This design comes from an exercise in tuning for small area, a short achievable clock period and few clock cycles per item on the open sky130 flow, not from production work. Function was checked by simulation only, so behaviour that the tests miss may differ from the original. Power and IR drop assume default switching activity.

==> flow/design.v <==
package olist_pkg;
  localparam int unsigned ValueW = 32;
  typedef enum logic [1:0] {
    OP_PUSH_FRONT = 2'd0,
    OP_PUSH_BACK  = 2'd1,
    OP_DELETE     = 2'd2,
    OP_READ_OUT   = 2'd3
  } op_t;
  typedef enum logic [1:0] {
    ST_OK        = 2'd0,
    ST_EMPTY     = 2'd1,
    ST_NOT_FOUND = 2'd2,
    ST_FULL      = 2'd3
  } status_t;
endpackage
module ordered_list_engine_unit (
  input  logic         clk,
  input  logic         rst_n,
  input  logic         in_valid,
  output logic         in_ready,
  input  logic [1:0]   in_operation,
  input  logic signed [31:0] in_value,
  output logic         out_valid,
  input  logic         out_ready,
  output logic signed [31:0] out_item_value,
  output logic [1:0]   out_status,
  output logic         out_last
);
  localparam int N = 16;
  localparam int W = olist_pkg::ValueW;
  logic         va;
  logic [1:0]   opa;
  logic [W-1:0] vala;
  logic         vb;
  logic [1:0]   opb;
  logic [W-1:0] valb;
  logic [N-1:0] mb;      
  logic [3:0]   rk;      
  logic         rl;      
  logic         pd;      
  logic [W-1:0] cells [N];
  logic [N-1:0] occ;
  logic         ov;
  logic [W+2:0] od;
  logic ofree, go, empty, full, found, b_done, b_free, xfer;
  logic pf_go, pb_go, del_go, del_op, rd_go;
  logic [N-1:0] ah, first_free, last_pos;
  logic [N-1:0] sl, sr, st, sh;
  logic [W-1:0] tdata;
  assign ofree = !ov || out_ready;
  assign go    = vb && ofree;
  assign empty = !occ[0];
  assign full  = occ[N-1];
  assign found = |mb;
  always_comb begin
    ah[0] = mb[0];
    for (int i = 1; i < N; i++) ah[i] = ah[i-1] | mb[i];
    for (int i = 0; i < N; i++) begin
      first_free[i] = ((i == 0) ? 1'b1 : occ[(i == 0) ? 0 : i-1]) & !occ[i];
      last_pos[i]   = occ[i] & ((i == N-1) ? 1'b1 : !occ[(i == N-1) ? i : i+1]);
    end
  end
  assign pf_go  = go && opb == olist_pkg::OP_PUSH_FRONT && !full;
  assign pb_go  = go && opb == olist_pkg::OP_PUSH_BACK  && !full;
  assign del_op = go && opb == olist_pkg::OP_DELETE;
  assign del_go = del_op && found;
  assign rd_go  = go && opb == olist_pkg::OP_READ_OUT   && !empty;
  assign b_done = go && pd;
  assign b_free = !vb || b_done;
  assign xfer   = va && b_free;
  always_comb begin
    for (int i = 0; i < N; i++) begin
      sl[i] = pf_go;
      sr[i] = (del_op && ah[i]) || (rd_go && !last_pos[i]);
      st[i] = (pb_go && first_free[i]) || (rd_go && last_pos[i]);
      sh[i] = !(sl[i] || sr[i] || st[i]);
    end
  end
  assign tdata = opb[1] ? cells[0] : valb;
  logic [W-1:0] cells_nxt [N];
  always_comb begin
    for (int i = 0; i < N; i++) begin
      cells_nxt[i] = ({W{sh[i]}} & cells[i])
                   | ({W{sl[i]}} & ((i == 0) ? valb : cells[(i == 0) ? 0 : i-1]))
                   | ({W{sr[i]}} & cells[(i == N-1) ? i : i+1])
                   | ({W{st[i]}} & tdata);
    end
  end
  always_ff @(posedge clk) begin
    for (int i = 0; i < N; i++) cells[i] <= cells_nxt[i];
  end
  logic [N-1:0] occ_nxt;
  always_comb begin
    occ_nxt = occ;
    if (pf_go || pb_go) occ_nxt = {occ[N-2:0], 1'b1};
    else if (del_go)    occ_nxt = {1'b0, occ[N-1:1]};
  end
  logic [N-1:0] raw, corr;
  logic         eqv;
  always_comb begin
    for (int i = 0; i < N; i++) raw[i] = (cells[i] == vala);
    eqv = (valb == vala);
    for (int i = 0; i < N; i++) begin
      corr[i] = raw[i];
      if (sl[i])      corr[i] = (i == 0) ? eqv : raw[(i == 0) ? 0 : i-1];
      else if (sr[i]) corr[i] = (i == N-1) ? raw[i] : raw[(i == N-1) ? i : i+1];
      else if (st[i]) corr[i] = opb[1] ? raw[0] : eqv;
    end
  end
  logic acc;
  assign in_ready = !va || b_free;
  assign acc      = in_valid && in_ready;
  logic [1:0] opb_nxt;
  logic       va_nxt, vb_nxt, rl_nxt;
  logic [3:0] rk1;
  assign va_nxt  = acc || (va && !xfer);
  assign vb_nxt  = xfer || (vb && !b_done);
  assign opb_nxt = xfer ? opa : opb;
  assign rk1     = rk + 4'd1;
  always_comb begin
    rl_nxt = rl;
    if (xfer)       rl_nxt = !occ_nxt[1];
    else if (rd_go) rl_nxt = (rk1 == 4'(N-1)) ? 1'b1 : !occ[rk1 + 4'd1];
  end
  always_ff @(posedge clk) begin
    if (acc) begin
      opa  <= in_operation;
      vala <= in_value;
    end
    if (xfer) begin
      opb  <= opa;
      valb <= vala;
      mb   <= corr & occ_nxt;
      rk   <= '0;
    end else if (rd_go) begin
      rk   <= rk1;
    end
    rl <= rl_nxt;
    pd <= opb_nxt != olist_pkg::OP_READ_OUT || !occ_nxt[0] || rl_nxt;
  end
  logic [W+2:0] res;
  logic [1:0]   rstat;
  always_comb begin
    unique case (opb)
      olist_pkg::OP_PUSH_FRONT,
      olist_pkg::OP_PUSH_BACK: rstat = full ? olist_pkg::ST_FULL : olist_pkg::ST_OK;
      olist_pkg::OP_DELETE:    rstat = empty ? olist_pkg::ST_EMPTY :
                                       found ? olist_pkg::ST_OK : olist_pkg::ST_NOT_FOUND;
      default:                 rstat = empty ? olist_pkg::ST_EMPTY : olist_pkg::ST_OK;
    endcase
    res = {(opb == olist_pkg::OP_READ_OUT && !empty) ? cells[0] : '0,
           rstat,
           (opb == olist_pkg::OP_READ_OUT && !empty) ? rl : 1'b1};
  end
  always_ff @(posedge clk) begin
    if (go) od <= res;
  end
  always_ff @(posedge clk) begin
    if (!rst_n) begin
      va  <= 1'b0;
      vb  <= 1'b0;
      occ <= '0;
      ov  <= 1'b0;
    end else begin
      va  <= va_nxt;
      vb  <= vb_nxt;
      occ <= occ_nxt;
      if (ofree) ov <= go;
    end
  end
  assign out_valid      = ov;
  assign out_item_value = od[W+2:3];
  assign out_status     = od[2:1];
  assign out_last       = od[0];
endmodule
clock: 4.5 ns
lec_check: 0
abc_clock_period_in_ps: 2200
cap_margin: 20
core_margin: 2
core_utilization: 55
cts_buf_list: sky130_fd_sc_hd__clkbuf_16
cts_cluster_diameter: 90
cts_cluster_size: 30
setup_slack_margin: 2.0
slew_margin: 20
tns_end_percent: 10
run.sh (not shown) runs the stock make flow with config.mk's settings and CLKGATE_MAP_FILE= SYNTH_SCRIPT=/design/flow/synth_recipe.tcl, a recipe that flattens the netlist after the stock synthesis.
Testbench counts at the start, summed over its fixed seeds: cycles 14,669, items 4,800.
Change:
--- a/flow/config.mk
+++ b/flow/config.mk
@@ -11,3 +11,2 @@
-export CORE_UTILIZATION = 55
-export CTS_BUF_LIST = sky130_fd_sc_hd__clkbuf_16
-export CTS_CLUSTER_DIAMETER = 90
+export CORE_UTILIZATION = 50
+export CTS_BUF_LIST = sky130_fd_sc_hd__clkbuf_8
What happened: The new run completed without violations. Die area rises by roughly a tenth. Synthesized area is unchanged. Power went up by a little under a tenth. Count of clock-buffer cells in the layout went up by 107. Sequential cell count does not change. Via count fell slightly. Global-route usage is lower by 2.7 points. Clock skew barely changes. Combinational power fell by a few percent. Maximum frequency barely changes. Sequential share of layout area rises by 0.12 points.

==> what the ideal ports hide <==
The flow's constraints put no driver on any port. The routed layouts listed below were extracted and timed again, unchanged, in two steps.
Step 1 sets driving cells, clkbuf_16 on the clock port and buf_2 on the other inputs (assumed; they add their load-dependent delay and slew).
Step 2 moves the port delays by t, midway between the first and last clock arrival at a register: inputs arrive t later, outputs are due t later. That takes back most of the time a late clock gives input paths.
Three values: no drivers, after step 1, after step 2; two values: the first two.
run | t (ns) | slack for setup (ns) | hold slack, ns | latest minus earliest clock arrival (ns) | worst slew at a driven data input, ns
the first run | 0.660 | 1.643 / 1.643 / 1.414 | 0.496 / 0.496 / 0.496 | 0.030 / 0.030 | 0.05
the second run | 0.802 | 1.651 / 1.651 / 1.184 | 0.468 / 0.468 / 0.468 | 0.030 / 0.030 | 0.06
After both steps setup and hold are still met in every run listed. For the second run, which loses most, drivers alone change the setup slack by 0.000 ns; drivers and shift together by -0.467 ns.
